Source: an optimization exercise on an open RTL-to-GDS flow (aim: small area, a short achievable clock period and few clock cycles per item). Production flows keep margins and buffers that such runs may drop.
Where RTL was checked, it was by simulation tests only, not by an equivalence proof against the original.
Only the layout flow was run in runs 5 to 7; the RTL was not checked for function there.
Power and IR drop assume default switching activity.

<file path="flow/design.v">
package smt_pkg;
  localparam int CAPACITY = 16;
  localparam int KEY_BITS = 32;
  localparam int IDX_W = $clog2(CAPACITY);
  localparam int CNT_W = $clog2(CAPACITY + 1);
  localparam int COUNT_OUT_W = 5;
  localparam int REQ_W = 2;
  localparam int IN_DATA_W = ((KEY_BITS + 7) / 8) * 8;
  localparam int OUT_DATA_W = 8;
  localparam logic [REQ_W-1:0] REQ_LOOKUP = 2'd0;
  localparam logic [REQ_W-1:0] REQ_INSERT = 2'd1;
  localparam logic [REQ_W-1:0] REQ_REMOVE = 2'd2;
  typedef enum logic [1:0] {
    ST_IDLE,
    ST_MATCH,
    ST_UPDATE
  } state_t;
  typedef struct packed {
    logic load;
    logic match;
    logic commit;
  } cmd_t;
endpackage
module smt_ctrl (
  input  logic          clk,
  input  logic          rst_n,
  input  logic          in_tvalid,
  output logic          in_tready,
  output logic          out_tvalid,
  input  logic          out_tready,
  output smt_pkg::cmd_t cmd
);
  logic req_valid_r;    
  logic out_valid_r;
  logic out_free;
  always_ff @(posedge clk) begin
    if (!rst_n) begin
      req_valid_r <= 1'b0;
      out_valid_r <= 1'b0;
    end else begin
      req_valid_r <= cmd.load || (req_valid_r && !cmd.commit);
      out_valid_r <= cmd.commit || (out_valid_r && !out_tready);
    end
  end
  assign out_free   = !out_valid_r || out_tready;
  assign out_tvalid = out_valid_r;
  assign cmd.commit = req_valid_r && out_free;
  assign in_tready  = !req_valid_r || out_free;
  assign cmd.load   = in_tvalid && in_tready;
  assign cmd.match  = in_tready;
endmodule
module smt_dpath (
  input  logic                            clk,
  input  logic                            rst_n,
  input  smt_pkg::cmd_t                   cmd,
  input  logic [smt_pkg::REQ_W-1:0]       req_in,
  input  logic [smt_pkg::KEY_BITS-1:0]    key_in,
  output logic                            was_present,
  output logic [smt_pkg::COUNT_OUT_W-1:0] entry_count,
  output logic                            dropped
);
  localparam int CAP = smt_pkg::CAPACITY;
  logic [smt_pkg::KEY_BITS-1:0] store_r [CAP];
  logic [CAP-1:0]               valid_r;
  logic [CAP-1:0]               free_r;       
  logic [CAP-1:0]               free_nxt;     
  logic [smt_pkg::CNT_W-1:0]    count_r, count_nxt, count_hit, count_miss;
  logic [CAP-1:0]               cmp_match;
  logic                         cmp_same;
  logic [smt_pkg::KEY_BITS-1:0] upd_key_r;
  logic [smt_pkg::REQ_W-1:0]    upd_req_r;
  logic [CAP-1:0]               upd_match_r;
  logic [CAP-1:0]               match;
  logic                         hit, full, is_ins, is_rem, ins_ok, rem_ok;
  logic                            was_present_r;
  logic [smt_pkg::COUNT_OUT_W-1:0] entry_count_r;
  logic                            dropped_r;
  assign cmp_same = (upd_key_r == key_in);
  always_comb begin
    for (int i = 0; i < CAP; i++) begin
      cmp_match[i] = (valid_r[i] && (store_r[i] == key_in)) || (free_r[i] && cmp_same);
    end
  end
  always_ff @(posedge clk) begin
    if (cmd.match) begin
      upd_key_r   <= key_in;
      upd_req_r   <= req_in;
      upd_match_r <= cmp_match;
    end
  end
  always_comb begin
    for (int i = 0; i < CAP; i++) begin
      match[i] = valid_r[i] && upd_match_r[i];
    end
  end
  assign hit    = |match;
  assign full   = count_r[smt_pkg::IDX_W];
  assign is_ins = (upd_req_r == smt_pkg::REQ_INSERT);
  assign is_rem = (upd_req_r == smt_pkg::REQ_REMOVE);
  assign ins_ok = cmd.commit && is_ins && !full;
  assign rem_ok = cmd.commit && is_rem;
  assign count_hit  = rem_ok ? count_r - 1'b1 : count_r;
  assign count_miss = ins_ok ? count_r + 1'b1 : count_r;
  assign count_nxt  = hit ? count_hit : count_miss;
  always_comb begin
    for (int i = 0; i < CAP; i++) begin
      free_nxt[i] = !(valid_r[i] || free_r[i]) &&
                    (((valid_r | free_r) & ~({CAP{1'b1}} << i)) == ~({CAP{1'b1}} << i));
    end
  end
  always_ff @(posedge clk) begin
    if (!rst_n) begin
      count_r <= '0;
      valid_r <= '0;
      free_r  <= CAP'(1);
    end else begin
      count_r <= count_nxt;
      for (int i = 0; i < CAP; i++) begin
        valid_r[i] <= (valid_r[i] && !(rem_ok && match[i])) || (ins_ok && free_r[i] && !hit);
      end
      if (ins_ok && !hit) begin
        free_r <= free_nxt;
      end else if (rem_ok && full) begin
        free_r <= match;
      end
    end
  end
  always_ff @(posedge clk) begin
    for (int i = 0; i < CAP; i++) begin
      if (free_r[i]) begin
        store_r[i] <= upd_key_r;
      end
    end
  end
  always_ff @(posedge clk) begin
    if (cmd.commit) begin
      was_present_r <= hit;
      entry_count_r <= count_nxt;
      dropped_r     <= is_ins && full && !hit;
    end
  end
  assign was_present = was_present_r;
  assign entry_count = entry_count_r;
  assign dropped     = dropped_r;
endmodule
module set_membership_table_top (
  input  logic                           clk,
  input  logic                           rst_n,
  input  logic                           in_tvalid,
  output logic                           in_tready,
  input  logic [smt_pkg::IN_DATA_W-1:0]  in_tdata,   
  input  logic [smt_pkg::REQ_W-1:0]      in_tuser,   
  output logic                           out_tvalid,
  input  logic                           out_tready,
  output logic [smt_pkg::OUT_DATA_W-1:0] out_tdata   
);
  smt_pkg::cmd_t                   cmd;
  logic                            was_present;
  logic [smt_pkg::COUNT_OUT_W-1:0] entry_count;
  logic                            dropped;
  smt_ctrl u_ctrl (
    .clk        (clk),
    .rst_n      (rst_n),
    .in_tvalid  (in_tvalid),
    .in_tready  (in_tready),
    .out_tvalid (out_tvalid),
    .out_tready (out_tready),
    .cmd        (cmd)
  );
  smt_dpath u_dpath (
    .clk         (clk),
    .rst_n       (rst_n),
    .cmd         (cmd),
    .req_in      (in_tuser),
    .key_in      (in_tdata[smt_pkg::KEY_BITS-1:0]),
    .was_present (was_present),
    .entry_count (entry_count),
    .dropped     (dropped)
  );
  assign out_tdata = {1'b0, dropped, entry_count, was_present};
endmodule
</file>
<file path="flow/flow/run.sh">
#!/bin/bash
# The standard ORFS flow, run in two parts:
#  1. synthesis exactly as standard.sh makes it;
#  2. floorplan to final layout with two changes:
#     - the clock tree is built with larger sink clusters and without the
#       dummy loads CTS adds to balance it;
#     - delay cells are kept out of port buffering and timing repair, so the
#       port buffers are plain buffers (flow/dont_use.tcl, run before each
#       OpenROAD step).
# Each part's full output goes to its own log file in this folder; ORFS's
# per-step logs stay under orfs/logs/.
set -euo pipefail
W=$(pwd)

bash standard.sh synth > "$W/flow_synth.log" 2>&1

export CTS_ARGS="-sink_clustering_enable -repair_clock_nets -dont_use_dummy_load -sink_clustering_size 30 -sink_clustering_max_diameter 60"
for step in FLOORPLAN GLOBAL_PLACE_SKIP_IO IO_PLACEMENT GLOBAL_PLACE RESIZE DETAIL_PLACE REPAIR_TIMING_POST_PLACE CTS GLOBAL_ROUTE DETAIL_ROUTE FILLCELL; do
  export PRE_${step}_TCL="$W/flow/dont_use.tcl"
done

bash standard.sh > "$W/flow_layout.log" 2>&1
</file>
<file path="flow/flow/dont_use.tcl">
# Keep delay cells out of port buffering and timing repair.
set_dont_use [get_lib_cells {sky130_fd_sc_hd__dlygate* sky130_fd_sc_hd__clkdlybuf*}]
</file>
<file path="flow/standard.sh">
#!/bin/bash
# synth_recipe.tcl (not shown) runs the flow's synth.tcl, then flattens the netlist and writes it again
# the make line also repeats each setting of config.mk as NAME=value (left out here)
make -C /OpenROAD-flow-scripts/flow DESIGN_CONFIG=/design/flow/config.mk WORK_HOME=/design/flow/orfs CLKGATE_MAP_FILE= SYNTH_SCRIPT=/design/flow/synth_recipe.tcl "${@:-finish}"
</file>
<file path="flow/config.mk">
export PLATFORM = sky130hd
export DESIGN_NAME = set_membership_table_top
export DESIGN_NICKNAME = set_membership_table_top
export VERILOG_FILES = /design/flow/design.v
export SDC_FILE = /design/flow/constraint.sdc
export NUM_CORES = 4
export LEC_CHECK = 0
export CAP_MARGIN = 20
export CORE_MARGIN = 2
export CORE_UTILIZATION = 40
export GPL_TIMING_DRIVEN = 0
export PLACE_DENSITY = 0.6
export SETUP_SLACK_MARGIN = 1.4
export SLEW_MARGIN = 20
</file>
<file path="flow/constraint.sdc">
create_clock -name core_clock -period 3.4 [get_ports {clk}]
set_input_delay 0.6800 -clock core_clock [delete_from_list [all_inputs] [get_ports {clk}]]
set_output_delay 0.6800 -clock core_clock [all_outputs]
set_load 0.01 [all_outputs]
</file>
==> notes.md, run 1 <==
status=timing/DRC/antenna clean; GPL Wtd Cong=0.882; post-route clock skew=88.1 ps; Overflow after GRT=0; CTS tree=built; ys async rst share=0; Design Power=14.4 mW; reg2reg end=u_dpath.upd_match_r[0]; Initial Util=0.404; Cell variety after synth=47; global-route wire length before repair=119000 um; core area=63000 sq um; Die ar.=65600 sq um; fin crit share=0.675; top cells by area, synth=edfxtp_1 67%, xnor2_1 15%, xor2_1 4.2%, dfxtp_1 3.1%, nand4_1 2.8%; # rows=92; f_max=~0.44 GHz; DRC=0; Post-Synthesis Cell Area=25400 sq um; vias in the first global route=14.9k; startpoint types=input pin; layout cells sized above 1=0.189; Vias/cell=about 5.7; count leader, synth=edfxtp_1; unrepaired setup endpoints after global routing=yes; Storage cell area=around 18000 sq um; CTS Buf Count=42; post-DR wirelength/cell=32.1 um; die width=about 260 um; final wirelength=88600 um; Die Span Y=between 200 and 300 um; vias=15.8k; crit path capture type=flip-flop; Setup TNS Final=0 ps; r2r startpoint=u_dpath.store_r[0][2]; Slew headroom=0.273; Crit Path Class=in -> reg; placed cells=~2.6k; Multi-input gate area=7930 sq um; critical path, cell by cell=buf_1 > buf_6 > buf_12 > xnor2_1 > nand4_1 > nor4_4 > nand4_1 > o41ai_2; Synth warnings=3; Pleak=9.93 nW; Most common cell on crit path=nand4_1; Avg Cell Area, Syn=15.4 sq um; htree depth=2; Yosys reg bits=just over 600; Seq/Total Area, Yosys=0.703; Antenna Cells=0; Reg clk slew, reported paths=80 ps; Area Growth Syn to Fin=20.4%; ys flop type=edfxtp_1; GRT Overall Usage=0.266; slowest CP cell=o41ai_2; Worst VDD drop=0.409 mV; post-route insts no fill=2760; Initial DRC Count=2119; Synth area leader=edfxtp_1; I/O Pins=between 40 and 50; Worst Tran Pin Value=1090 ps; WP data arrival=2660 ps; Post-synth EDFFs=569; worst hold path class=in -> reg; HP Start=in_tdata[25]; crit path max fanout=10; max-cap violation count=0; min Tclk post-route=between 2000 and 2500 ps; hold path cells=1; Yosys top cell area share=0.672; Net count, final=1956; Final Max Slew Viols=0; placed wire-length estimate=50300 um; initial antenna violation count=3; Initial DRT Pass Iterations=5; Reg2Reg Setup Slack=1100 ps; R2R cell count=5; Hold Path End=u_dpath.upd_key_r[25]; largest net degree at the start of global routing=37; Port-buffer cells=46; Syn Nets=1693; slowest stage delay, CP=between 400 and 500 ps; final number of setup-violating endpoints=0; Clk Latency, worst-skew pair=640 ps; clock root buffer=clkbuf_16; Clock Tree Buf Depth=3; CP required=3770 ps; Cells after Synth=between 1.5k and 2k; fillers=5430; Final Hold Violating Endpoints=0; Synth top cells by count=569 x edfxtp_1, 424 x xnor2_1, 122 x xor2_1; CTS sink cnt=608; final antenna-violating net count=0; pwr dens=470 nW/um^2
kinds of logic after synthesis:
group | after synthesis | share of synthesized area
compound gates | 76 | 0.0210
xor+xnor | 546 | 0.188
fa+ha+maj | 2 | 0.000984
buf+inv | 84 | 0.0148
flops | 608 | 0.703
mux | 3 | 0.00118
other cells | 1 | 0.000148
simple gates | 333 | 0.0708
worst max-delay path by stage:
stage	startpoint	to	slack, ps	cells after the start
floorplan	out_tready	in_tready	1320	2
global placement	in_tdata[19]	u_dpath.upd_match_r[7]	-350	8
detailed placement	in_tdata[23]	u_dpath.upd_match_r[0]	-210	8
CTS	in_tdata[14]	u_dpath.upd_match_r[0]	1190	8
global route	u_dpath.store_r[0][25]	u_dpath.upd_match_r[0]	1060	5
finish	in_tdata[23]	u_dpath.upd_match_r[0]	1100	8
repair_timing:
item / 4_1_cts / 5_1_grt
hold buffers: 0 / 0
gates resized for setup: 169 / 83
buffers inserted: 117 / 36
pin swaps: 50 / 40
setup endpoints to repair: 59 / 58
cloned: 3 / 0
where the power goes:
group          total (mW)  internal [mW]  switching (mW)
Clock                4.62           2.19            2.43
Sequential           8.40           8.31          0.0965
Combinational        1.35          0.510           0.836
worst max-delay path, delay by kind of cell:
family | cells | cell delay (ps)
XOR/XNOR | 1 | 140
AO/OA/AOI/OAI | 1 | 440
buffers and inverters | 3 | 480
AND/OR/NAND/NOR | 3 | 910
metrics by stage:
step                hold slack, ps  area [sq um]   util  setup WS [ps]
floorplan                      500         25800      -           1320
global placement               549         27100  0.430           -349
detailed placement             559         27400  0.435           -208
CTS                            244         30100  0.478           1190
global route                   248         30600  0.486           1060
finish                         266         30600  0.486           1100
area by class of cell:
cell class,count,share of cell area
flip-flops and latches,608,0.586
multi-input cells,962,0.259
repair buffers,218,0.0518
well taps,846,0.0346
clock buffers,42,0.0344
plain buffers,79,0.0332
inverters,5,0.000859
state kept, by name, indices dropped and copies added, names as in the netlist, 2 cells and up:
signal and count:
u_dpath.store_r 512, u_dpath.upd_key_r 32, u_dpath.free_r 16, u_dpath.upd_match_r 16, u_dpath.valid_r 16, u_dpath.count_r 5, u_dpath.entry_count_r 5, u_dpath.upd_req_r 2
metal layers:
| metal | global-route usage | up-vias | wire, um |
|---|---|---|---|
| met5 | 0 | - | 16 |
| met4 | 0.123 | 2 | 5060 |
| met3 | 0.0412 | 197 | 8470 |
| met2 | 0.430 | 899 | 41000 |
| met1 | 0.353 | 8128 | 34000 |
| li1 | - | 6542 | - |
placed cells by master, fill, tap and decap left out, types with 12 or more instances in the layout:
master,n
edfxtp_1,569
xnor2_1,413
xor2_1,121
nand4_1,115
buf_1,89
buf_2,60
nand2_1,53
clkbuf_16,43
nor2_1,41
buf_6,39
buf_12,30
nand3_1,25
clkbuf_8,21
nor4_1,20
buf_8,19
buf_4,18
dfxtp_1,17
nor4_4,16
a22oi_1,16
a21oi_1,14
nor4_2,13
o41ai_2,12
dfxtp_4,12
Testbench counts, summed over its fixed seeds: cycles 12,016, items 12,000.
==> run 2, diff against run 1 <==
--- a/flow/config.mk
+++ b/flow/config.mk
@@ -5,10 +5,9 @@
 export SDC_FILE = /design/flow/constraint.sdc
 export NUM_CORES = 4
 export LEC_CHECK = 0
-export CAP_MARGIN = 20
+export CAP_MARGIN = 5
 export CORE_MARGIN = 2
 export CORE_UTILIZATION = 40
-export GPL_TIMING_DRIVEN = 0
 export PLACE_DENSITY = 0.6
 export SETUP_SLACK_MARGIN = 1.4
-export SLEW_MARGIN = 20
+export SLEW_MARGIN = 5
==> run 2 against run 1 <==
  * Still clean on timing, DRC and antenna
  * Flip-flop and latch count unchanged
  * Sequential share of layout area increased by 2.2 points
  * Core utilization decreased by 1.8 points
  * Register-to-register slack improved by 150 ps
  * Via count decreased by 3.8%
  * Critical path type is now reg -> reg
  * Highest routed layer is now met4
==> notes.md, run 2 <==
Multi-input gate area=7880 sq um (was 7930 sq um); critical path, cell by cell=nand2_2 > nand4_1 > buf_2 > buf_6 > nor3b_4 > nand2_2 > buf_1 > buf_2 > nor4_2 > o221a_2 (was buf_1 > buf_6 > buf_12 > xnor2_1 > nand4_1 > nor4_4 > nand4_1 > o41ai_2); core area=63000 sq um (unchanged); crit path max fanout=3 (was 10); max reg flops=512 (unchanged); global-route wire length before repair=113000 um (was 119000 um); Area Growth Syn to Fin=15.8% (was 20.4%); Most flops, register=u_dpath.store_r (unchanged); pwr dens=479 nW/um^2 (was 470 nW/um^2); Synth warnings=3 (unchanged); final wirelength=82000 um (was 88600 um); Vias/cell=5.61 (was 5.71); Clk Latency, worst-skew pair=630 ps (was 640 ps); worst hold path class=in -> reg (unchanged); vias=15.2k (was 15.8k); Initial DRC Count=2102 (was 2119); die width=256 um (unchanged); CTS tree=built (unchanged); Flop pwr share=0.597 (was 0.585); fin crit share=0.633 (was 0.675); GRT Overall Usage=0.247 (was 0.266); GPL Wtd Cong=0.869 (was 0.882); slowest CP cell=edfxtp_1 (was o41ai_2); Post-Synthesis Cell Area=25400 sq um (unchanged); htree depth=2 (unchanged); Clk pwr share=0.320 (was 0.322); I/O Pins=48 (unchanged); final antenna-violating net count=0 (unchanged); status=timing/DRC/antenna clean (unchanged); top flop regs=u_dpath.store_r (512), u_dpath.upd_key_r (32) (unchanged); min Tclk post-route=2150 ps (was 2300 ps); startpoint types=flip-flop (was input pin); Pleak=9.19 nW (was 9.93 nW); count leader, synth=edfxtp_1 (unchanged); f_max=0.465 GHz (was 0.436 GHz); Post-synth EDFFs=569 (unchanged); Pint=10.8 mW (was 11.0 mW); switching share of total power=0.234 (about the same); Die ar.=65600 sq um (unchanged); ys async rst share=0 (unchanged); Synth area leader=edfxtp_1 (unchanged); worst setup margin=1250 ps (was 1100 ps); Die Span Y=256 um (unchanged); initial antenna violation count=4 (was 3); slowest stage delay, CP=520 ps (was 440 ps); Synth top cells by count=569 x edfxtp_1, 424 x xnor2_1, 122 x xor2_1 (unchanged); CTS Buf Count=40 (was 42); Worst Tran Pin Value=1400 ps (was 1090 ps); placed wire-length estimate=53100 um (was 50300 um); Syn Nets=1693 (unchanged); Worst VDD drop=0.585 mV (was 0.409 mV); Avg Cell Area, Syn=15.4 sq um (unchanged); pre-CTS WS=35.5 ps (was -208 ps); fillers=5496 (was 5430); CTS sink cnt=608 (unchanged); WP data arrival=2660 ps (about the same); Cells after Synth=1653 (unchanged); Final Hold Violating Endpoints=0 (unchanged); Initial DRT Pass Iterations=7 (was 5); Sw Pwr=3.30 mW (was 3.37 mW); final number of setup-violating endpoints=0 (unchanged); Final Max Slew Viols=0 (unchanged); Initial Util=0.404 (unchanged); most common cell after layout, fill and taps aside=edfxtp_1 (unchanged); Reg clk slew, reported paths=110 ps (was 80 ps); layout cells sized above 1=0.165 (was 0.189); top cells by area, synth=edfxtp_1 67%, xnor2_1 15%, xor2_1 4.2%, dfxtp_1 3.1%, nand4_1 2.8% (unchanged); crit path capture type=flip-flop (unchanged); ys flop type=edfxtp_1 (unchanged); clock root buffer=clkbuf_16 (unchanged); CP required=3910 ps (was 3770 ps); combinational power share=0.083 (was 0.094); Clock Tree Buf Depth=3 (unchanged); Net count, final=1895 (was 1956); max-cap violation count=0 (unchanged); Storage cell area=17900 sq um (about the same); # rows=92 (unchanged); Setup TNS Final=0 ps (unchanged); post-DR wirelength/cell=30.4 um (was 32.1 um); Port-buffer cells=46 (unchanged); Yosys top cell area share=0.672 (unchanged); vias in the first global route=14.6k (was 14.9k); unrepaired setup endpoints after global routing=yes (unchanged); Crit Path Class=reg -> reg (was in -> reg); Seq/Total Area, Yosys=0.703 (unchanged); Overflow after GRT=0 (unchanged); Cell variety after synth=47 (unchanged); largest net degree at the start of global routing=38 (was 37); Slew headroom=0.0660 (was 0.273); DRC=0 (unchanged); post-route clock skew=110 ps (was 88.1 ps); Yosys reg bits=608 (unchanged); commonest cells after routing, fill and taps aside=569 x edfxtp_1, 406 x xnor2_1, 122 x xor2_1 (was 569 x edfxtp_1, 413 x xnor2_1, 121 x xor2_1)
[run 2: through the flow]
step	std cells	power, mW	hold WS (ps)	utilization	area, sq um
floorplan	1653	9.20	500	-	25800
global placement	2594	9.63	543	0.429	27000
detailed placement	2595	9.64	550	0.430	27100
CTS	2683	14.1	273	0.459	28900
global route	2700	14.4	289	0.467	29400
finish	2701	14.1	287	0.468	29400
[run 2: path summary, 6_finish.rpt]
path / start / endpoint / slack, ps / cells past startpoint
setup / recovery: u_dpath.upd_match_r[10] / u_dpath.free_r[14] / 1250 / 10
hold reg to reg: u_dpath.free_r[4] / u_dpath.free_r[4] / 550 / 2
setup reg to reg: u_dpath.upd_match_r[10] / u_dpath.free_r[14] / 1250 / 10
hold / removal: in_tuser[0] / u_dpath.upd_req_r[0] / 290 / 1
[run 2: cell families after synthesis]
| logic type | after synthesis | synth area share |
|---|---|---|
| simple gates | 333 | 0.0708 |
| flops | 608 | 0.703 |
| compound gates | 76 | 0.0210 |
| fa+ha+maj | 2 | 0.000984 |
| xor+xnor | 546 | 0.188 |
| buf+inv | 84 | 0.0148 |
| other cells | 1 | 0.000148 |
| mux | 3 | 0.00118 |
[run 2: worst max-delay path, delay by kind of cell (launching register included)]
kind | cells | cell delay [ps]
flip-flops | 1 | 520
AO/OA/AOI/OAI | 1 | 210
buffers and inverters | 4 | 530
AND/OR/NAND/NOR | 5 | 780
[run 2: timing repair]
action | CTS | global route
setup buffers | 48 | 14
resized for setup | 139 | 89
hold buffers | 0 | 0
gates cloned | 0 | 2
pin swaps | 38 | 43
setup endpoints to repair | 90 | 59
[run 2: power by group through the flow]
stage	Combinational [mW]	Sequential (mW)	Clock, mW
after floorplan	0.592	8.60	0
after global placement	1.02	8.61	0
after detailed placement	1.02	8.62	0
after CTS	1.15	8.42	4.55
after global routing	1.23	8.43	4.77
final	1.17	8.42	4.52
[run 2: final cells by class]
class	instances	area share
sequential	608	0.608
inverter	5	0.000893
antenna	2	0.000170
timing repair buffer	238	0.0531
clock buffer	40	0.0340
multi-input combinational	962	0.268
tap	846	0.0360
[run 2: metal layers]
layer	GRT usage	share of wire	wire, um	up-vias
met5	0	0	0	-
met4	0.0887	0.036	2990	0
met1	0.339	0.40	33000	7831
li1	-	-	-	6422
met2	0.400	0.48	39200	786
met3	0.0344	0.084	6870	126
==> run 3, diff against run 2 <==
==> flow/flow/dont_use.tcl (replaced) <==
# Keep delay cells out of port buffering and timing repair.
set_dont_use [get_lib_cells {sky130_fd_sc_hd__dlygate* sky130_fd_sc_hd__clkdlybuf*}]
# Aim repair at sharp edges on every net, so high-fanout nets get buffered.
set_max_transition 0.5 [current_design]
--- a/flow/config.mk
+++ b/flow/config.mk
@@ -5,9 +5,10 @@
 export SDC_FILE = /design/flow/constraint.sdc
 export NUM_CORES = 4
 export LEC_CHECK = 0
-export CAP_MARGIN = 5
+export ABC_CLOCK_PERIOD_IN_PS = 1800
+export CAP_MARGIN = 20
 export CORE_MARGIN = 2
 export CORE_UTILIZATION = 40
 export PLACE_DENSITY = 0.6
 export SETUP_SLACK_MARGIN = 1.4
-export SLEW_MARGIN = 5
+export SLEW_MARGIN = 20
==> run 3 against run 2 <==
  * Maximum frequency down 1.1%
  * Worst setup slack worse by 24 ps
  * Die area did not move
  * Area after synthesis unchanged
  * Non-clock buffer count increased by 19
  * Final area increased by 1.2%
  * Combinational power is 5% higher
  * Sequential power is essentially flat
  * Worst hold slack better by 27 ps
  * Largest power group unchanged
  * Routed wire length grew 0.69%
  * Critical endpoint is now u_dpath.store_r[14][10]
  * Final cell count grew 0.78%
  * Register-to-register slack worse by 20 ps
  * Still clean on timing, DRC and antenna
==> notes.md, run 3 <==
most common cell after layout, fill and taps aside=edfxtp_1 (unchanged); ys flop type=edfxtp_1 (unchanged); fin crit share=0.640 (was 0.633); Die ar.=65600 sq um (unchanged); HP Start=in_tuser[1] (was in_tuser[0]); combinational power share=0.086 (was 0.083); unrepaired setup endpoints after global routing=yes (unchanged); Setup TNS Final=0 ps (unchanged); htree depth=2 (unchanged); # rows=92 (unchanged); Vias/cell=5.63 (was 5.61); CTS sink cnt=608 (unchanged); Initial Util=0.404 (unchanged); top cells by area, synth=edfxtp_1 67%, xnor2_1 15%, xor2_1 4.2%, dfxtp_1 3.1%, nand4_1 2.8% (unchanged); initial antenna violation count=4 (unchanged); global-route wire length before repair=114000 um (was 113000 um); f_max=0.460 GHz (was 0.465 GHz); vias=15.3k (was 15.2k); vias in the first global route=14.9k (was 14.6k); post-route clock skew=89.2 ps (was 110 ps); Pleak=9.50 nW (was 9.19 nW); DRC=0 (unchanged); largest net degree at the start of global routing=29 (was 38); status=timing/DRC/antenna clean (unchanged); Slew headroom=0.0333 (was 0.0660); top flop regs=u_dpath.store_r (512), u_dpath.upd_key_r (32) (unchanged); Most flops, register=u_dpath.store_r (unchanged); WP data arrival=2500 ps (was 2660 ps); min Tclk post-route=2170 ps (was 2150 ps); CTS Buf Count=43 (was 40); Clk pwr share=0.328 (was 0.320); Die Span Y=256 um (unchanged); pwr dens=480 nW/um^2 (was 479 nW/um^2); post-DR wirelength/cell=30.3 um (was 30.4 um); Worst VDD drop=0.475 mV (was 0.585 mV); placed cells=2604 (was 2595); crit path max fanout=5 (was 3); reg2reg end=u_dpath.store_r[14][10] (was u_dpath.free_r[14]); r2r startpoint=u_dpath.upd_key_r[10] (was u_dpath.upd_match_r[10]); hold path cells=1 (unchanged); ys async rst share=0 (unchanged); Crit Path Class=reg -> reg (unchanged); Synth top cells by count=569 x edfxtp_1, 424 x xnor2_1, 122 x xor2_1 (unchanged); Synth warnings=3 (unchanged); Worst Tran Pin Value=483 ps (was 1400 ps); Avg Cell Area, Syn=15.4 sq um (unchanged); Clock Tree Buf Depth=3 (unchanged); I/O Pins=48 (unchanged); layout cells sized above 1=0.180 (was 0.165); Reg2Reg Setup Slack=1230 ps (was 1250 ps); Initial DRC Count=2105 (was 2102); Syn Nets=1693 (unchanged); die width=256 um (unchanged); placed wire-length estimate=53900 um (was 53100 um); GPL Wtd Cong=0.890 (was 0.869); Reg clk slew, reported paths=100 ps (was 110 ps); max reg flops=512 (unchanged); max-cap violation count=0 (unchanged); Pint=11.0 mW (was 10.8 mW); Yosys reg bits=608 (unchanged); Post-Synthesis Cell Area=25400 sq um (unchanged); final number of setup-violating endpoints=0 (unchanged); Port-buffer cells=46 (unchanged); worst setup margin=1230 ps (was 1250 ps); Seq/Total Area, Yosys=0.703 (unchanged); startpoint types=flip-flop (unchanged); post-route insts no fill=2722 (was 2701); Final Max Slew Viols=0 (unchanged); pre-CTS WS=503 ps (was 35.5 ps); GRT Overall Usage=0.249 (was 0.247); final core occ=0.473 (was 0.468); clock root buffer=clkbuf_16 (unchanged); Initial DRT Pass Iterations=6 (was 7); switching share of total power=0.234 (about the same); worst hold path class=in -> reg (unchanged); Cells after Synth=1653 (unchanged); final wirelength=82600 um (was 82000 um); count leader, synth=edfxtp_1 (unchanged); Clk Latency, worst-skew pair=630 ps (about the same); Final Hold Violating Endpoints=0 (unchanged); commonest cells after routing, fill and taps aside=569 x edfxtp_1, 416 x xnor2_1, 120 x xor2_1 (was 569 x edfxtp_1, 406 x xnor2_1, 122 x xor2_1); CP required=3720 ps (was 3910 ps); Flop pwr share=0.586 (was 0.597); Cell variety after synth=47 (unchanged); Overflow after GRT=0 (unchanged); Area Growth Syn to Fin=17.2% (was 15.8%); Yosys top cell area share=0.672 (unchanged); Post-synth EDFFs=569 (unchanged); R2R cell count=16 (was 10); final antenna-violating net count=0 (unchanged); crit path capture type=flip-flop (unchanged); Synth area leader=edfxtp_1 (unchanged); Sw Pwr=3.35 mW (was 3.30 mW); CTS tree=built (unchanged); Hold Path End=u_dpath.upd_req_r[1] (was u_dpath.upd_req_r[0]); Net count, final=1916 (was 1895); core area=63000 sq um (unchanged)
[run 3: critical path, stage by stage, from the launching register on]
cell and delay, ps:
edfxtp_1 420, buf_1 120, buf_1 100, buf_1 100
buf_1 90, buf_1 90, buf_1 80, buf_1 80
buf_1 90, buf_1 90, buf_1 80, buf_1 80
buf_1 80, buf_1 80, buf_1 90, buf_1 100
buf_6 130
[run 3: worst max-delay path by stage]
stage	start	endpoint	depth (start not counted)	slack, ps
2_1_floorplan	out_tready	in_tready	2	1320
3_3_place_gp	in_tdata[2]	u_dpath.upd_match_r[5]	6	170
3_5_place_dp	in_tdata[22]	u_dpath.upd_match_r[7]	7	500
4_1_cts	u_dpath.upd_match_r[10]	u_dpath.entry_count_r[1]	8	1250
5_1_grt	u_dpath.upd_match_r[10]	u_dpath.free_r[6]	11	1180
6_report	u_dpath.upd_key_r[10]	u_dpath.store_r[14][10]	16	1230
[run 3: logic make-up (layout without fill, tap and decap cells)]
logic type / after synthesis / in the layout / share of synthesized area
XOR/XNOR: 546 / 546 / 0.188
AO/OA/AOI/OAI: 76 / 76 / 0.0210
other: 1 / 3 / 0.000148
flip-flops: 608 / 608 / 0.703
AND/OR/NAND/NOR: 333 / 333 / 0.0708
buffers and inverters: 84 / 305 / 0.0148
multiplexers: 3 / 3 / 0.00118
adder cells (fa/ha/maj): 2 / 2 / 0.000984
[run 3: through the flow]
step | hold slack (ps) | total power, mW | instance area, sq um
3_3_place_gp | 554 | 9.66 | 27400
3_5_place_dp | 560 | 9.69 | 27700
6_report | 313 | 14.3 | 29800
4_1_cts | 297 | 14.3 | 29400
2_1_floorplan | 500 | 9.20 | 25800
5_1_grt | 318 | 14.6 | 29800
[run 3: power by group through the flow]
| stage | Sequential, mW | Clock [mW] | Combinational (mW) |
|---|---|---|---|
| floorplan | 8.60 | 0 | 0.592 |
| global placement | 8.56 | 0 | 1.10 |
| detailed placement | 8.56 | 0 | 1.13 |
| CTS | 8.39 | 4.73 | 1.19 |
| global route | 8.40 | 4.96 | 1.28 |
| finish | 8.39 | 4.69 | 1.23 |
[run 3: layout make-up]
| class | instances | area (sq um) |
|---|---|---|
| diodes | 2 | 5.00 |
| clock buffers | 43 | 1080 |
| fillers | 5410 | 33200 |
| inverters | 5 | 28.8 |
| multi-input cells | 961 | 7860 |
| flip-flops and latches | 608 | 17900 |
| well taps | 846 | 1060 |
| repair buffers | 257 | 1840 |
[run 3: per-layer routing]
metal / global-route usage / vias up / share of wire
met3: 0.0496 / 180 / 0.099
met5: 0 / - / 0.00040
met4: 0.117 / 4 / 0.050
met1: 0.325 / 7798 / 0.38
li1: - / 6464 / -
met2: 0.402 / 880 / 0.47
[run 3: repair_timing]
item,CTS,global route
setup buffers,63,7
gates cloned,1,0
hold endpoints to repair,0,0
pin swaps,29,21
endpoints found under the setup margin,57,64
hold buffers,0,0
gates resized for setup,81,67
==> run 4, diff against run 3 <==
==> flow/flow/dont_use.tcl (replaced) <==
# Keep delay cells out of port buffering and timing repair.
set_dont_use [get_lib_cells {sky130_fd_sc_hd__dlygate* sky130_fd_sc_hd__clkdlybuf*}]
--- a/flow/config.mk
+++ b/flow/config.mk
@@ -8,7 +8,7 @@
 export ABC_CLOCK_PERIOD_IN_PS = 1800
 export CAP_MARGIN = 20
 export CORE_MARGIN = 2
-export CORE_UTILIZATION = 40
-export PLACE_DENSITY = 0.6
+export CORE_UTILIZATION = 50
+export PLACE_DENSITY = 0.7
 export SETUP_SLACK_MARGIN = 1.4
 export SLEW_MARGIN = 20
==> run 4 against run 3 <==
  * Still clean
  * Core utilization increased by 11 points
  * Final area decreased by 1.0%
  * Worst hold slack got worse by 13 ps
==> notes.md, run 4 <==
final number of setup-violating endpoints=0 (unchanged); Synth area leader=edfxtp_1 (unchanged); fillers=3784 (was 5410); global-route wire length before repair=110000 um (was 114000 um); fin crit share=0.674 (was 0.640); crit path capture type=flip-flop (unchanged); cell area after layout=29500 sq um (was 29800 sq um); clock root buffer=clkbuf_16 (unchanged); CP top delay family=buffers and inverters (unchanged); Net count, final=1916 (unchanged); Yosys top cell area share=0.672 (unchanged); htree depth=2 (unchanged); Most flops, register=u_dpath.store_r (unchanged); commonest cells after routing, fill and taps aside=569 x edfxtp_1, 417 x xnor2_1, 118 x xor2_1 (was 569 x edfxtp_1, 416 x xnor2_1, 120 x xor2_1); Post-synth EDFFs=569 (unchanged); placed cells=2419 (was 2604); Die Span Y=229 um (was 256 um); Synth top cells by count=569 x edfxtp_1, 424 x xnor2_1, 122 x xor2_1 (unchanged); count leader, synth=edfxtp_1 (unchanged); Worst Tran Pin Value=1200 ps (was 483 ps); I/O Pins=48 (unchanged); Design Power=13.8 mW (was 14.3 mW); largest net degree at the start of global routing=51 (was 29); worst setup margin=1110 ps (was 1230 ps); post-route insts no fill=2548 (was 2722); unrepaired setup endpoints after global routing=yes (unchanged); startpoint types=flip-flop (unchanged); ys async rst share=0 (unchanged); final antenna-violating net count=0 (unchanged); ys flop type=edfxtp_1 (unchanged); Overflow after GRT=0 (unchanged); pre-CTS WS=-12.8 ps (was 503 ps); Die ar.=52700 sq um (was 65600 sq um); Storage cell area=17900 sq um (about the same); slowest CP cell=edfxtp_1 (unchanged); Pleak=9.44 nW (was 9.50 nW); Initial Util=0.507 (was 0.404); buffers and inverters on the worst path=4 (was 16); Reg clk slew, reported paths=80 ps (was 100 ps); Area Growth Syn to Fin=16.1% (was 17.2%); Vias/cell=6.16 (was 5.63); min Tclk post-route=2290 ps (was 2170 ps); Multi-input gate area=8020 sq um (was 7860 sq um); max reg flops=512 (unchanged); Synth warnings=3 (unchanged); pwr dens=469 nW/um^2 (was 480 nW/um^2); post-route clock skew=54.1 ps (was 89.2 ps); GPL Wtd Cong=0.906 (was 0.890); most common cell after layout, fill and taps aside=edfxtp_1 (unchanged); critical path, cell by cell=xnor2_2 > nand4_1 > buf_6 > nor4_2 > buf_2 > nand4_1 > buf_4 > o41ai_2 > buf_4 (was buf_1 > buf_1 > buf_1 > buf_1 > buf_1 > buf_1 > buf_1 > buf_1 > buf_1 > buf_1 > buf_1 > buf_1 > buf_1 > buf_1 > buf_1 > buf_6); Initial DRC Count=2425 (was 2105); Avg Cell Area, Syn=15.4 sq um (unchanged); GRT Overall Usage=0.300 (was 0.249); DP Area=26800 sq um (was 27700 sq um); top flop regs=u_dpath.store_r (512), u_dpath.upd_key_r (32) (unchanged); Final Hold Violating Endpoints=0 (unchanged); Crit Path Class=reg -> reg (unchanged); worst hold path class=in -> reg (unchanged); Initial DRT Pass Iterations=5 (was 6); Worst VDD drop=0.355 mV (was 0.475 mV); CTS Buf Count=36 (was 43); Port-buffer cells=46 (unchanged); initial antenna violation count=1 (was 4); WP data arrival=2730 ps (was 2500 ps); max-cap violation count=0 (unchanged); vias in the first global route=14.8k (was 14.9k); Cell variety after synth=47 (unchanged); die width=229 um (was 256 um); Yosys reg bits=608 (unchanged); CTS tree=built (unchanged); Syn Nets=1693 (unchanged); vias=15.7k (was 15.3k); Final Max Slew Viols=0 (unchanged); # rows=82 (was 92); Clock Tree Buf Depth=3 (unchanged); CTS sink cnt=608 (unchanged); top cells by area, synth=edfxtp_1 67%, xnor2_1 15%, xor2_1 4.2%, dfxtp_1 3.1%, nand4_1 2.8% (unchanged); status=timing/DRC/antenna clean (unchanged); Setup TNS Final=0 ps (unchanged); CP required=3840 ps (was 3720 ps); DRC=0 (unchanged); layout cells sized above 1=0.177 (was 0.180); placed wire-length estimate=49600 um (was 53900 um); Slew headroom=0.200 (was 0.0333); f_max=0.437 GHz (was 0.460 GHz); final wirelength=79900 um (was 82600 um); post-DR wirelength/cell=31.3 um (was 30.3 um); core area=50200 sq um (was 63000 sq um); slowest stage delay, CP=410 ps (was 420 ps); Seq/Total Area, Yosys=0.703 (unchanged); final core occ=0.588 (was 0.473); crit path max fanout=1 (was 5); Post-Synthesis Cell Area=25400 sq um (unchanged); Clk Latency, worst-skew pair=590 ps (was 630 ps); Worst Hold Margin=300 ps (was 313 ps); Cells after Synth=1653 (unchanged); Post-CTS Hold Fix Bufs=0 (unchanged)
==> run 4: changes by cell type in the layout (fill, tap and decap cells not counted), moves of 7 or more <==
cell / change
buf_1: +35
buf_6: -7
dfxtp_4: -10
clkbuf_4: -16
clkbuf_2: +9
a22oi_2: +14
buf_4: -39
buf_2: +15
dfxtp_2: +12
a22oi_1: -14
nor4_2: -7
buf_12: +7
==> run 4: metal layers <==
layer  vias to the layer above  global-route usage  wire (um)
met2                      1080               0.465      36600
met5                         -                   0          0
met1                      7998               0.419      30000
met4                         0               0.108       3310
li1                       6459                   -          -
met3                       171              0.0655       9960
==> run 4: cell type report <==
class | instances | area share
multi-input cells | 961 | 0.272
inverters | 5 | 0.000891
repair buffers | 264 | 0.0609
well taps | 672 | 0.0285
clock buffers | 36 | 0.0305
flip-flops and latches | 608 | 0.607
diodes | 2 | 0.000170
==> run 4: path summary, 6_finish.rpt <==
kind	from	end	slack [ps]	cells after the start
worst max register to register	u_dpath.store_r[10][10]	u_dpath.upd_match_r[10]	1110	9
worst min-delay path	in_tuser[0]	u_dpath.upd_req_r[0]	300	1
worst min register to register	u_dpath.upd_key_r[21]	u_dpath.store_r[15][21]	520	0
worst max-delay path	u_dpath.store_r[10][10]	u_dpath.upd_match_r[10]	1110	9
==> run 4: logic make-up after synthesis <==
group | after synthesis | share of synthesized area
compound gates | 76 | 0.0210
xor+xnor | 546 | 0.188
fa+ha+maj | 2 | 0.000984
buf+inv | 84 | 0.0148
flops | 608 | 0.703
mux | 3 | 0.00118
other cells | 1 | 0.000148
simple gates | 333 | 0.0708
==> run 4: power breakdown <==
part,internal [mW],switching [mW]
logic,0.426,0.796
clock network,1.89,2.31
registers,8.31,0.105
==> run 4: timing repair <==
item / CTS / global route
endpoints found under the setup margin: 59 / 59
setup buffers: 39 / 48
gates cloned: 1 / 1
gates resized for setup: 158 / 104
pin swaps: 32 / 64
==> run 5, diff against run 4 <==
--- a/flow/design.v
+++ b/flow/design.v
@@ -70,6 +70,8 @@
   logic [smt_pkg::KEY_BITS-1:0] upd_key_r;
   logic [smt_pkg::REQ_W-1:0]    upd_req_r;
   logic [CAP-1:0]               upd_match_r;
+  logic                         upd_same_r;   
+  logic [CAP-1:0]               upd_slot_r;   
   logic [CAP-1:0]               match;
   logic                         hit, full, is_ins, is_rem, ins_ok, rem_ok;
   logic                            was_present_r;
@@ -78,7 +80,7 @@
   assign cmp_same = (upd_key_r == key_in);
   always_comb begin
     for (int i = 0; i < CAP; i++) begin
-      cmp_match[i] = (valid_r[i] && (store_r[i] == key_in)) || (free_r[i] && cmp_same);
+      cmp_match[i] = valid_r[i] && (store_r[i] == key_in);
     end
   end
   always_ff @(posedge clk) begin
@@ -86,11 +88,13 @@
       upd_key_r   <= key_in;
       upd_req_r   <= req_in;
       upd_match_r <= cmp_match;
+      upd_same_r  <= cmp_same;
+      upd_slot_r  <= free_r;
     end
   end
   always_comb begin
     for (int i = 0; i < CAP; i++) begin
-      match[i] = valid_r[i] && upd_match_r[i];
+      match[i] = valid_r[i] && (upd_match_r[i] || (upd_same_r && upd_slot_r[i]));
     end
   end
   assign hit    = |match;
--- a/flow/config.mk
+++ b/flow/config.mk
@@ -8,7 +8,7 @@
 export ABC_CLOCK_PERIOD_IN_PS = 1800
 export CAP_MARGIN = 20
 export CORE_MARGIN = 2
-export CORE_UTILIZATION = 50
-export PLACE_DENSITY = 0.7
+export CORE_UTILIZATION = 40
+export PLACE_DENSITY = 0.6
 export SETUP_SLACK_MARGIN = 1.4
 export SLEW_MARGIN = 20
==> run 5 against run 4 <==
  * Worst hold slack worse by 23 ps
  * Non-clock buffer count decreased by 15
  * Power is 5.0% higher
  * Critical endpoint is now u_dpath.free_r[6]
  * Largest power group unchanged
==> notes.md, run 5 <==
status=timing/DRC/antenna clean (unchanged); Syn Nets=1724 (was 1693); Pleak=9.56 nW (was 9.44 nW); unrepaired setup endpoints after global routing=yes (unchanged); ys flop type=edfxtp_1 (unchanged); Net count, final=1934 (was 1916); Most common cell on crit path=buf_6; pre-CTS WS=163 ps (was -12.8 ps); Cells after Synth=1684 (was 1653); crit path max fanout=6 (was 1); slowest stage delay, CP=390 ps (was 410 ps); top flop regs=u_dpath.store_r (512), u_dpath.upd_key_r (32) (unchanged); ys async rst share=0 (unchanged); Storage cell area=18400 sq um (was 17900 sq um); Synth warnings=3 (unchanged); Port-buffer cells=46 (unchanged); R2R cell count=14 (was 9); Setup TNS Final=0 ps (unchanged); CTS sink cnt=625 (was 608); final wirelength=85200 um (was 79900 um); Post-Synthesis Cell Area=26100 sq um (was 25400 sq um); Synth top cells by count=586 x edfxtp_1, 450 x xnor2_1, 116 x nand4_1 (was 569 x edfxtp_1, 424 x xnor2_1, 122 x xor2_1); Cell variety after synth=51 (was 47); count leader, synth=edfxtp_1 (unchanged); GPL Wtd Cong=0.869 (was 0.906); Design Power=14.5 mW (was 13.8 mW); CTS tree=built (unchanged); Vias/cell=5.72 (was 6.16); Seq/Total Area, Yosys=0.704 (was 0.703); Clock Tree Buf Depth=3 (unchanged); r2r startpoint=u_dpath.upd_same_r (was u_dpath.store_r[10][10]); Initial DRT Pass Iterations=5 (unchanged); Worst VDD drop=0.371 mV (was 0.355 mV); Initial Util=0.405 (was 0.507); final number of setup-violating endpoints=0 (unchanged); Die Span Y=259 um (was 229 um); final antenna-violating net count=0 (unchanged); pwr dens=482 nW/um^2 (was 469 nW/um^2); crit path capture type=flip-flop (unchanged); Yosys reg bits=625 (was 608); worst setup margin=948 ps (was 1110 ps); Synth area leader=edfxtp_1 (unchanged); Avg Cell Area, Syn=15.5 sq um (was 15.4 sq um); die width=259 um (was 229 um); layout cells sized above 1=0.164 (was 0.177); CP Capture Point=u_dpath.free_r[6] (was u_dpath.upd_match_r[10]); Final Max Slew Viols=0 (unchanged); Most flops, register=u_dpath.store_r (unchanged); most common cell after layout, fill and taps aside=edfxtp_1 (unchanged); CP required=3880 ps (was 3840 ps); core area=64500 sq um (was 50200 sq um); max-cap violation count=0 (unchanged); DRC=0 (unchanged); global-route wire length before repair=116000 um (was 110000 um); Clk Latency, worst-skew pair=640 ps (was 590 ps); Slew headroom=0.228 (was 0.200); Final Hold Violating Endpoints=0 (unchanged); Reg2Reg Setup Slack=950 ps (was 1110 ps); Reg clk slew, reported paths=100 ps (was 80 ps); CTS Buf Count=42 (was 36); GRT Overall Usage=0.250 (was 0.300); post-route clock skew=103 ps (was 54.1 ps); initial antenna violation count=6 (was 1); # rows=93 (was 82); fin crit share=0.721 (was 0.674); placed wire-length estimate=53000 um (was 49600 um); startpoint types=flip-flop (unchanged); Multi-input gate area=7940 sq um (was 8020 sq um); Crit Path Class=reg -> reg (unchanged); min Tclk post-route=2450 ps (was 2290 ps); Overflow after GRT=0 (unchanged); Area Growth Syn to Fin=15.6% (was 16.1%); Worst Tran Pin Value=1160 ps (was 1200 ps); critical path, cell by cell=buf_6 > buf_6 > buf_1 > buf_1 > a21o_1 > a22oi_2 > nand4_1 > buf_6 > nor3b_4 > buf_6 > buf_8 > clkbuf_16 > a21oi_1 > o21a_1 (was xnor2_2 > nand4_1 > buf_6 > nor4_2 > buf_2 > nand4_1 > buf_4 > o41ai_2 > buf_4); Initial DRC Count=2117 (was 2425); WP data arrival=2930 ps (was 2730 ps); vias=15.7k (about the same); vias in the first global route=14.9k (was 14.8k); Yosys top cell area share=0.674 (was 0.672); commonest cells after routing, fill and taps aside=586 x edfxtp_1, 443 x xnor2_1, 116 x nand4_1 (was 569 x edfxtp_1, 417 x xnor2_1, 118 x xor2_1); reg2reg end=u_dpath.free_r[6] (was u_dpath.upd_match_r[10]); htree depth=2 (unchanged); f_max=0.408 GHz (was 0.437 GHz); Post-synth EDFFs=586 (was 569); post-DR wirelength/cell=31.0 um (was 31.3 um); Die ar.=67300 sq um (was 52700 sq um); worst hold path class=in -> reg (unchanged); fillers=5583 (was 3784); start point of the critical path=u_dpath.upd_same_r (was u_dpath.store_r[10][10]); largest net degree at the start of global routing=49 (was 51); clock root buffer=clkbuf_16 (unchanged); top cells by area, synth=edfxtp_1 67%, xnor2_1 15%, xor2_1 3.3%, dfxtp_1 3.0%, nand4_1 2.8% (was edfxtp_1 67%, xnor2_1 15%, xor2_1 4.2%, dfxtp_1 3.1%, nand4_1 2.8%); slowest CP cell=edfxtp_1 (unchanged); Post-CTS Hold Fix Bufs=0 (unchanged); max reg flops=512 (unchanged); I/O Pins=48 (unchanged)
run 5: worst min-delay path by stage:
stage | from | depth (start not counted) | endpoint
3_5_place_dp | u_dpath.count_r[0] | 2 | u_dpath.count_r[0]
2_1_floorplan | u_dpath.count_r[0] | 2 | u_dpath.count_r[0]
3_3_place_gp | u_dpath.free_r[14] | 2 | u_dpath.valid_r[14]
5_1_grt | in_tuser[1] | 1 | u_dpath.upd_req_r[1]
6_report | in_tuser[0] | 1 | u_dpath.upd_req_r[0]
4_1_cts | in_tuser[0] | 1 | u_dpath.upd_req_r[0]
run 5: cells by family after synthesis:
group                    share of synthesized area
AO/OA/AOI/OAI                               0.0253
XOR/XNOR                                     0.184
adder cells (fa/ha/maj)                   0.000959
buffers and inverters                       0.0134
flip-flops                                   0.704
multiplexers                               0.00230
other                                     0.000144
AND/OR/NAND/NOR                             0.0698
run 5: timing repair:
action	4_1_cts	5_1_grt
resized for setup	113	91
pin swaps	25	39
buffers inserted	46	23
endpoints found under the setup margin	62	77
cloned	3	3
run 5: worst max-delay path: cells and delay by family (launching register included):
| family | cells | cell delay [ps] |
|---|---|---|
| AOI/OAI and AO/OA | 4 | 600 |
| DFF | 1 | 390 |
| buffers and inverters | 8 | 1030 |
| and+or+nand+nor | 2 | 350 |
run 5: where the power goes:
part           leakage [nW]  internal [mW]  switching (mW)
sequential             5.82           8.56           0.107
combinational          3.22          0.407           0.793
clock                 0.518           2.19            2.48
total                  9.56           11.2            3.38
run 5: stage by stage:
step                cell area [sq um]  instances   util  hold WS, ps
CTS                             29600       2721  0.460          255
detailed placement              27800       2630  0.431          505
global route                    30200       2747  0.468          280
global placement                27800       2630  0.431          491
finish                          30200       2748  0.468          277
floorplan                       26700       1684      -          473
run 5: final cells by class:
class,instances,share of cell area
flip-flops and latches,625,0.611
multi-input cells,972,0.263
repair buffers,249,0.0546
well taps,855,0.0355
clock buffers,42,0.0349
inverters,4,0.000498
diodes,1,0.0000830
run 5: layer usage:
metal / routed length [um] / global-route usage / vias to the layer above
met4: 2330 / 0.0640 / 0
met2: 39800 / 0.400 / 874
met3: 8650 / 0.0404 / 113
met5: 0 / 0 / -
li1: - / - / 6563
met1: 34400 / 0.355 / 8176
==> run 6, diff against run 5 <==
--- a/flow/design.v
+++ b/flow/design.v
@@ -30,22 +30,27 @@
   input  logic          out_tready,
   output smt_pkg::cmd_t cmd
 );
-  logic req_valid_r;    
-  logic out_valid_r;
+  logic req_valid_r, req_valid_nxt;    
+  logic out_valid_r, out_valid_nxt;
+  logic idle_r;                        
   logic out_free;
+  assign req_valid_nxt = cmd.load || (req_valid_r && !cmd.commit);
+  assign out_valid_nxt = cmd.commit || (out_valid_r && !out_tready);
   always_ff @(posedge clk) begin
     if (!rst_n) begin
       req_valid_r <= 1'b0;
       out_valid_r <= 1'b0;
+      idle_r      <= 1'b1;
     end else begin
-      req_valid_r <= cmd.load || (req_valid_r && !cmd.commit);
-      out_valid_r <= cmd.commit || (out_valid_r && !out_tready);
+      req_valid_r <= req_valid_nxt;
+      out_valid_r <= out_valid_nxt;
+      idle_r      <= !req_valid_nxt || !out_valid_nxt;
     end
   end
   assign out_free   = !out_valid_r || out_tready;
   assign out_tvalid = out_valid_r;
   assign cmd.commit = req_valid_r && out_free;
-  assign in_tready  = !req_valid_r || out_free;
+  assign in_tready  = idle_r || out_tready;
   assign cmd.load   = in_tvalid && in_tready;
   assign cmd.match  = in_tready;
 endmodule
@@ -70,8 +75,6 @@
   logic [smt_pkg::KEY_BITS-1:0] upd_key_r;
   logic [smt_pkg::REQ_W-1:0]    upd_req_r;
   logic [CAP-1:0]               upd_match_r;
-  logic                         upd_same_r;   
-  logic [CAP-1:0]               upd_slot_r;   
   logic [CAP-1:0]               match;
   logic                         hit, full, is_ins, is_rem, ins_ok, rem_ok;
   logic                            was_present_r;
@@ -80,7 +83,7 @@
   assign cmp_same = (upd_key_r == key_in);
   always_comb begin
     for (int i = 0; i < CAP; i++) begin
-      cmp_match[i] = valid_r[i] && (store_r[i] == key_in);
+      cmp_match[i] = (valid_r[i] && (store_r[i] == key_in)) || (free_r[i] && cmp_same);
     end
   end
   always_ff @(posedge clk) begin
@@ -88,13 +91,11 @@
       upd_key_r   <= key_in;
       upd_req_r   <= req_in;
       upd_match_r <= cmp_match;
-      upd_same_r  <= cmp_same;
-      upd_slot_r  <= free_r;
     end
   end
   always_comb begin
     for (int i = 0; i < CAP; i++) begin
-      match[i] = valid_r[i] && (upd_match_r[i] || (upd_same_r && upd_slot_r[i]));
+      match[i] = valid_r[i] && upd_match_r[i];
     end
   end
   assign hit    = |match;
==> run 6 against run 5 <==
  * Final cell count down 0.47%
  * Largest cell class unchanged
  * Non-clock buffer count grew 28
  * Area after synthesis shrank 2.5%
  * Highest routed layer unchanged
  * Routed wire length rose by 2.2%
  * Global-route usage increased by 1.3 points
  * Still clean on timing, DRC and antenna
==> notes.md, run 6 <==
status=timing/DRC/antenna clean (unchanged); Post-CTS Hold Fix Bufs=0 (unchanged); CTS sink cnt=609 (was 625); buffers and inverters on the worst path=2 (was 8); htree depth=2 (unchanged); commonest cells after routing, fill and taps aside=569 x edfxtp_1, 436 x xnor2_1, 119 x nand4_1 (was 586 x edfxtp_1, 443 x xnor2_1, 116 x nand4_1); Worst VDD drop=0.469 mV (was 0.371 mV); max-cap violation count=0 (unchanged); mux cell area share after synthesis=0.00118 (was 0.00230); Vias/cell=5.74 (was 5.72); initial antenna violation count=4 (was 6); Die ar.=65600 sq um (was 67300 sq um); final antenna-violating net count=0 (unchanged); largest family of logic cells by synthesized area=XOR/XNOR gates (unchanged); CTS tree=built (unchanged); Synth top cells by count=569 x edfxtp_1, 449 x xnor2_1, 119 x nand4_1 (was 586 x edfxtp_1, 450 x xnor2_1, 116 x nand4_1); CP top delay family=buffers and inverters (unchanged); pwr dens=478 nW/um^2 (was 482 nW/um^2); placed cells=2586 (was 2630); CP Capture Point=u_dpath.store_r[8][23] (was u_dpath.free_r[6]); count leader, synth=edfxtp_1 (unchanged); f_max=0.435 GHz (was 0.408 GHz); Clock Tree Buf Depth=3 (unchanged); Reg2Reg Setup Slack=1100 ps (was 950 ps); die width=256 um (was 259 um); max reg flops=512 (unchanged); Overflow after GRT=0 (unchanged); vias=15.7k (about the same); Synth warnings=3 (unchanged); crit path max fanout=14 (was 6); Yosys top cell area share=0.672 (was 0.674); fin crit share=0.676 (was 0.721); final number of setup-violating endpoints=0 (unchanged); top flop regs=u_dpath.store_r (512), u_dpath.upd_key_r (32) (unchanged); vias in the first global route=15.3k (was 14.9k); I/O Pins=48 (unchanged); top cells by area, synth=edfxtp_1 67%, xnor2_1 15%, xor2_1 3.4%, dfxtp_1 3.1%, nand4_1 2.9% (was edfxtp_1 67%, xnor2_1 15%, xor2_1 3.3%, dfxtp_1 3.0%, nand4_1 2.8%); worst hold path class=in -> reg (unchanged); Net count, final=1931 (was 1934); min Tclk post-route=2300 ps (was 2450 ps); ys flop type=edfxtp_1 (unchanged); Initial Util=0.404 (was 0.405); Slew headroom=0.219 (was 0.228); global-route wire length before repair=120000 um (was 116000 um); ys async rst share=0 (unchanged); Setup TNS Final=0 ps (unchanged); layout cells sized above 1=0.184 (was 0.164); start point of the critical path=u_dpath.free_r[8] (was u_dpath.upd_same_r); core area=63000 sq um (was 64500 sq um); Synth Area in Simple Gates=0.0716 (was 0.0698); Syn Nets=1690 (was 1724); final wirelength=87000 um (was 85200 um); critical path, cell by cell=buf_1 > buf_1 (was buf_6 > buf_6 > buf_1 > buf_1 > a21o_1 > a22oi_2 > nand4_1 > buf_6 > nor3b_4 > buf_6 > buf_8 > clkbuf_16 > a21oi_1 > o21a_1); most common cell after layout, fill and taps aside=edfxtp_1 (unchanged); slowest stage delay, CP=930 ps (was 390 ps); DRC=0 (unchanged); Die Span Y=256 um (was 259 um); pre-CTS WS=-318 ps (was 163 ps); startpoint types=flip-flop (unchanged); Post-Synthesis Cell Area=25400 sq um (was 26100 sq um); CTS Buf Count=41 (was 42); post-route insts no fill=2735 (was 2748); GRT Overall Usage=0.262 (was 0.250); CP Depth=2 (was 14); Synth area leader=edfxtp_1 (unchanged); Most common cell on crit path=buf_1 (was buf_6); Final Max Slew Viols=0 (unchanged); GPL Wtd Cong=0.867 (was 0.869); # rows=92 (was 93); Antenna Cells=0 (was 1); R2R cell count=2 (was 14); Area Growth Syn to Fin=17.4% (was 15.6%); Port-buffer cells=46 (unchanged); reg2reg end=u_dpath.store_r[8][23] (was u_dpath.free_r[6]); crit path capture type=flip-flop (unchanged); WP data arrival=2500 ps (was 2930 ps); Worst Hold Margin=322 ps (was 277 ps); final core occ=0.474 (was 0.468); post-DR wirelength/cell=31.8 um (was 31.0 um); post-synthesis compound-gate area fraction=0.0215 (was 0.0253); Reg clk slew, reported paths=60 ps (was 100 ps); XOR/XNOR Fraction of Synth Area=0.188 (was 0.184); Crit Path Class=reg -> reg (unchanged); Initial DRC Count=2063 (was 2117); slowest CP cell=buf_1 (was edfxtp_1); Cells after Synth=1650 (was 1684); Yosys reg bits=609 (was 625); Pleak=9.46 nW (was 9.56 nW); Post-synth EDFFs=569 (was 586); CP required=3600 ps (was 3880 ps); clock root buffer=clkbuf_16 (unchanged); post-synthesis adder-cell area fraction=0.000984 (was 0.000959); Clk Latency, worst-skew pair=640 ps (about the same); Avg Cell Area, Syn=15.4 sq um (was 15.5 sq um); r2r startpoint=u_dpath.free_r[8] (was u_dpath.upd_same_r); largest net degree at the start of global routing=38 (was 49); Worst Tran Pin Value=1170 ps (was 1160 ps); Final Hold Violating Endpoints=0 (unchanged); unrepaired setup endpoints after global routing=yes (unchanged); Most flops, register=u_dpath.store_r (unchanged); Initial DRT Pass Iterations=7 (was 5); Seq/Total Area, Yosys=0.703 (was 0.704); placed wire-length estimate=53400 um (was 53000 um); Cell variety after synth=52 (was 51); worst setup margin=1100 ps (was 948 ps); post-route clock skew=119 ps (was 103 ps)
-- run 6: changes by cell type in the layout (fill, tap and decap cells not counted), moves of 15 or more --
cell	previous run	this run
a21o_1	16	1
buf_1	86	112
edfxtp_1	586	569
nand2_1	66	50
nor2_1	15	36
-- run 6: layout make-up --
type | instances | area [sq um]
tap | 846 | 1060
clock buffer | 41 | 1030
inverter | 5 | 26.3
multi-input combinational | 957 | 7980
fill | 5463 | 33100
sequential | 609 | 18000
timing repair buffer | 277 | 1800
-- run 6: worst min path at each step --
| stage | start | endpoint | slack (ps) | depth (start not counted) |
|---|---|---|---|---|
| 2_1_floorplan | u_dpath.valid_r[12] | u_dpath.free_r[12] | 490 | 2 |
| 3_3_place_gp | u_dpath.upd_key_r[26] | u_dpath.store_r[15][26] | 540 | 0 |
| 3_5_place_dp | u_dpath.upd_key_r[26] | u_dpath.store_r[15][26] | 560 | 0 |
| 4_1_cts | in_tuser[1] | u_dpath.upd_req_r[1] | 320 | 1 |
| 5_1_grt | in_tuser[1] | u_dpath.upd_req_r[1] | 320 | 1 |
| 6_report | in_tuser[1] | u_dpath.upd_req_r[1] | 320 | 1 |
-- run 6: kinds of logic after synthesis --
family | count (synthesis)
DFF | 609
muxes | 3
buffers and inverters | 85
and+or+nand+nor | 324
other | 1
adders and majority gates | 2
xor gates and xnor gates | 547
AOI/OAI and AO/OA | 79
-- run 6: repair_timing --
action | in CTS | in global routing
setup buffers | 73 | 28
resized for setup | 163 | 102
pin swaps | 48 | 48
endpoints found under the setup margin | 59 | 60
gates cloned | 4 | 1
hold endpoints to repair | 0 | 0
-- run 6: worst register-to-register path, cell delays in order (launching register included) --
cell,delay (ps)
dfxtp_4,350
buf_1,630
buf_1,940
-- run 6: metal layers --
metal  vias up  GRT usage  routed length, um
met3       178     0.0332               7250
met5         -          0                  0
met1      8110      0.355              34400
met4         0     0.0936               3750
met2       902      0.435              41600
li1       6507          -                  -
-- run 6: where the power goes --
group,internal (mW),switching [mW]
Combinational,0.423,0.840
Sequential,8.33,0.0889
Clock,2.14,2.45
Total,10.9,3.38
-- run 6: stage by stage --
stage	instance area [sq um]	power, mW
3_5_place_dp	27100	9.70
4_1_cts	29200	14.3
6_report	29900	14.3
5_1_grt	29900	14.6
2_1_floorplan	26200	9.27
3_3_place_gp	27100	9.69
==> run 7, diff against run 6 <==
--- a/flow/config.mk
+++ b/flow/config.mk
@@ -5,7 +5,7 @@
 export SDC_FILE = /design/flow/constraint.sdc
 export NUM_CORES = 4
 export LEC_CHECK = 0
-export ABC_CLOCK_PERIOD_IN_PS = 1800
+export ABC_CLOCK_PERIOD_IN_PS = 1400
 export CAP_MARGIN = 20
 export CORE_MARGIN = 2
 export CORE_UTILIZATION = 40
==> run 7 against run 6 <==
  * Power is the same
  * Area after synthesis did not move
  * Critical endpoint unchanged
  * Flip-flop and latch count did not move
  * Clock-buffer cell count stayed put
  * Die area did not move
  * Largest power group unchanged
  * Largest cell class unchanged
  * Worst hold slack did not move
  * Routed wire length did not move
  * Critical path type unchanged
  * Still clean on timing, DRC and antenna
  * Core utilization stayed put
  * Via count is the same
==> notes.md, run 7 <==
status=timing/DRC/antenna clean (unchanged); Synth area leader=edfxtp_1 (unchanged); Cell variety after synth=52 (unchanged); crit path capture type=flip-flop (unchanged); top cells by area, synth=edfxtp_1 67%, xnor2_1 15%, xor2_1 3.4%, dfxtp_1 3.1%, nand4_1 2.9% (unchanged); Clk Latency, worst-skew pair=640 ps (about the same); # rows=92 (unchanged); Port-buffer cells=46 (unchanged); Synth warnings=3 (unchanged); Crit Path Class=reg -> reg (unchanged); CTS tree=built (unchanged); unrepaired setup endpoints after global routing=yes (unchanged); DP Area=27100 sq um (unchanged); min Tclk post-route=2300 ps (unchanged); startpoint types=flip-flop (unchanged); Worst Tran Pin Value=1170 ps (unchanged); Reg clk slew, reported paths=60 ps (about the same); top flop regs=u_dpath.store_r (512), u_dpath.upd_key_r (32) (unchanged); final antenna-violating net count=0 (unchanged); max reg flops=512 (unchanged); GPL Wtd Cong=0.867 (unchanged); pwr dens=478 nW/um^2 (unchanged); Worst VDD drop=0.469 mV (unchanged); Post-synth EDFFs=569 (unchanged); Pleak=9.46 nW (unchanged); core area=63000 sq um (unchanged); Setup TNS Final=0 ps (unchanged); Net count, final=1931 (unchanged); fin crit share=0.676 (unchanged); Clock Tree Buf Depth=3 (unchanged); initial antenna violation count=4 (unchanged); commonest cells after routing, fill and taps aside=569 x edfxtp_1, 436 x xnor2_1, 119 x nand4_1 (unchanged); Syn Nets=1690 (unchanged); f_max=0.435 GHz (unchanged); vias in the first global route=15.3k (unchanged); GRT Overall Usage=0.262 (unchanged); crit path max fanout=14 (unchanged); placed wire-length estimate=53400 um (unchanged); ys flop type=edfxtp_1 (unchanged); Initial DRT Pass Iterations=7 (unchanged); Area Growth Syn to Fin=17.4% (unchanged); layout cells sized above 1=0.184 (unchanged); Slew headroom=0.219 (unchanged); Antenna Cells=0 (unchanged); post-route clock skew=119 ps (unchanged); ys async rst share=0 (unchanged); Synth top cells by count=569 x edfxtp_1, 449 x xnor2_1, 119 x nand4_1 (unchanged); post-DR wirelength/cell=31.8 um (unchanged); Yosys top cell area share=0.672 (unchanged); DRC=0 (unchanged); Die ar.=65600 sq um (unchanged); final wirelength=87000 um (unchanged); worst hold path class=in -> reg (unchanged); Avg Cell Area, Syn=15.4 sq um (unchanged); I/O Pins=48 (unchanged); count leader, synth=edfxtp_1 (unchanged); WP data arrival=2500 ps (about the same); most common cell after layout, fill and taps aside=edfxtp_1 (unchanged); vias=15.7k (unchanged); Yosys reg bits=609 (unchanged); global-route wire length before repair=120000 um (unchanged); Final Hold Violating Endpoints=0 (unchanged); CP required=3600 ps (about the same); Overflow after GRT=0 (unchanged); Vias/cell=5.74 (unchanged); Initial DRC Count=2063 (unchanged); final number of setup-violating endpoints=0 (unchanged); clock root buffer=clkbuf_16 (unchanged); Seq/Total Area, Yosys=0.703 (unchanged); max-cap violation count=0 (unchanged); CTS Buf Count=41 (unchanged); htree depth=2 (unchanged); CTS sink cnt=609 (unchanged); largest net degree at the start of global routing=38 (unchanged); die width=256 um (unchanged); Post-Synthesis Cell Area=25400 sq um (unchanged); Cells after Synth=1650 (unchanged); cell area after layout=29900 sq um (unchanged); Final Max Slew Viols=0 (unchanged); Die Span Y=256 um (unchanged); Most flops, register=u_dpath.store_r (unchanged); Initial Util=0.404 (unchanged)
run 7: cell counts after synthesis:
No cell type changed its count.
run 7: where the power goes:
| part | switching (mW) | total, mW | internal, mW | leakage, nW |
|---|---|---|---|---|
| Clock | 2.45 | 4.58 | 2.14 | 0.505 |
| Sequential | 0.0889 | 8.42 | 8.33 | 5.63 |
| Combinational | 0.840 | 1.26 | 0.423 | 3.33 |
run 7: final timing paths:
check,start,end,slack [ps],cells past startpoint
hold reg to reg,u_dpath.valid_r[11],u_dpath.valid_r[11],550,2
setup reg to reg,u_dpath.free_r[8],u_dpath.store_r[8][23],1100,2
setup / recovery,u_dpath.free_r[8],u_dpath.store_r[8][23],1100,2
hold / removal,in_tuser[1],u_dpath.upd_req_r[1],320,1
run 7: worst max-delay path, stage by stage (launching register included):
cell and delay, ps:
dfxtp_4 350, buf_1 630, buf_1 930
run 7: cell families (layout without fill, tap and decap cells):
family / Yosys count / in the layout / synth area share
other: 1 / 1 / 0.000147
AO/OA/AOI/OAI: 79 / 79 / 0.0215
adder cells (fa/ha/maj): 2 / 2 / 0.000984
AND/OR/NAND/NOR: 324 / 325 / 0.0716
flip-flops: 609 / 609 / 0.703
multiplexers: 3 / 3 / 0.00118
buffers and inverters: 85 / 323 / 0.0130
XOR/XNOR: 547 / 547 / 0.188
run 7: area by class of cell:
type                       instances  area (sq um)
inverter                           5          26.3
clock buffer                      41          1030
timing repair buffer             277          1800
multi-input combinational        957          7980
fill                            5463         33100
tap                              846          1060
sequential                       609         18000
run 7: routing by layer:
metal | global-route usage | wire length (um) | vias up
met1 | 0.355 | 34400 | 8110
met4 | 0.0936 | 3750 | 0
met3 | 0.0332 | 7250 | 178
li1 | - | - | 6507
met2 | 0.435 | 41600 | 902
met5 | 0 | 0 | -
run 7: stage by stage:
step                hold WS [ps]   util  worst slack, ps  cells  total power [mW]
finish                       322  0.474             1100   2735              14.3
floorplan                    490      -             1260   1650              9.27
global placement             540  0.430             -308   2586              9.69
global route                 323  0.474             1100   2735              14.6
CTS                          323  0.464             1180   2704              14.3
detailed placement           559  0.430             -318   2586              9.70
run 7: timing repair:
item,CTS,global route
endpoints found under the setup margin,59,60
hold endpoints to repair,0,0
pin swaps,48,48
cloned,4,1
setup buffers,73,28
hold buffers,0,0
resized for setup,163,102

static timing again, ports no longer ideal:
The results above use ideal ports. As a check the final layouts listed here were re-extracted and re-timed, cells and wires unchanged. Step 1, drivers: a clkbuf_16 drives clk and a buf_2 each remaining input, both assumed. Step 2, shift: input delay + t, output delay - t, t = (earliest + latest rising clock arrival at the registers) / 2. This alone moves slack from input paths to output paths. Three values: no drivers, after step 1, after step 2; two values: the first two.
run	shift t [ns]	slack for setup (ns)	slew at the worst register clock pin (ns)
run 1	0.657	1.104 / 1.105 / 0.477	0.11 / 0.11
run 2	0.637	1.249 / 1.249 / 0.722	0.11 / 0.11
run 3	0.646	1.225 / 1.225 / 0.682	0.11 / 0.11
run 4	0.623	1.109 / 1.109 / 0.603	0.11 / 0.11
run 5	0.645	0.948 / 0.948 / 0.660	0.11 / 0.11
run 6	0.639	1.101 / 1.101 / 0.624	0.12 / 0.12
run 7	0.639	1.101 / 1.101 / 0.624	0.12 / 0.12
After both steps every run listed still meets setup and hold. The setup slack of run 1, which loses most, moves by +0.001 ns with the drivers and by -0.627 ns with both steps.
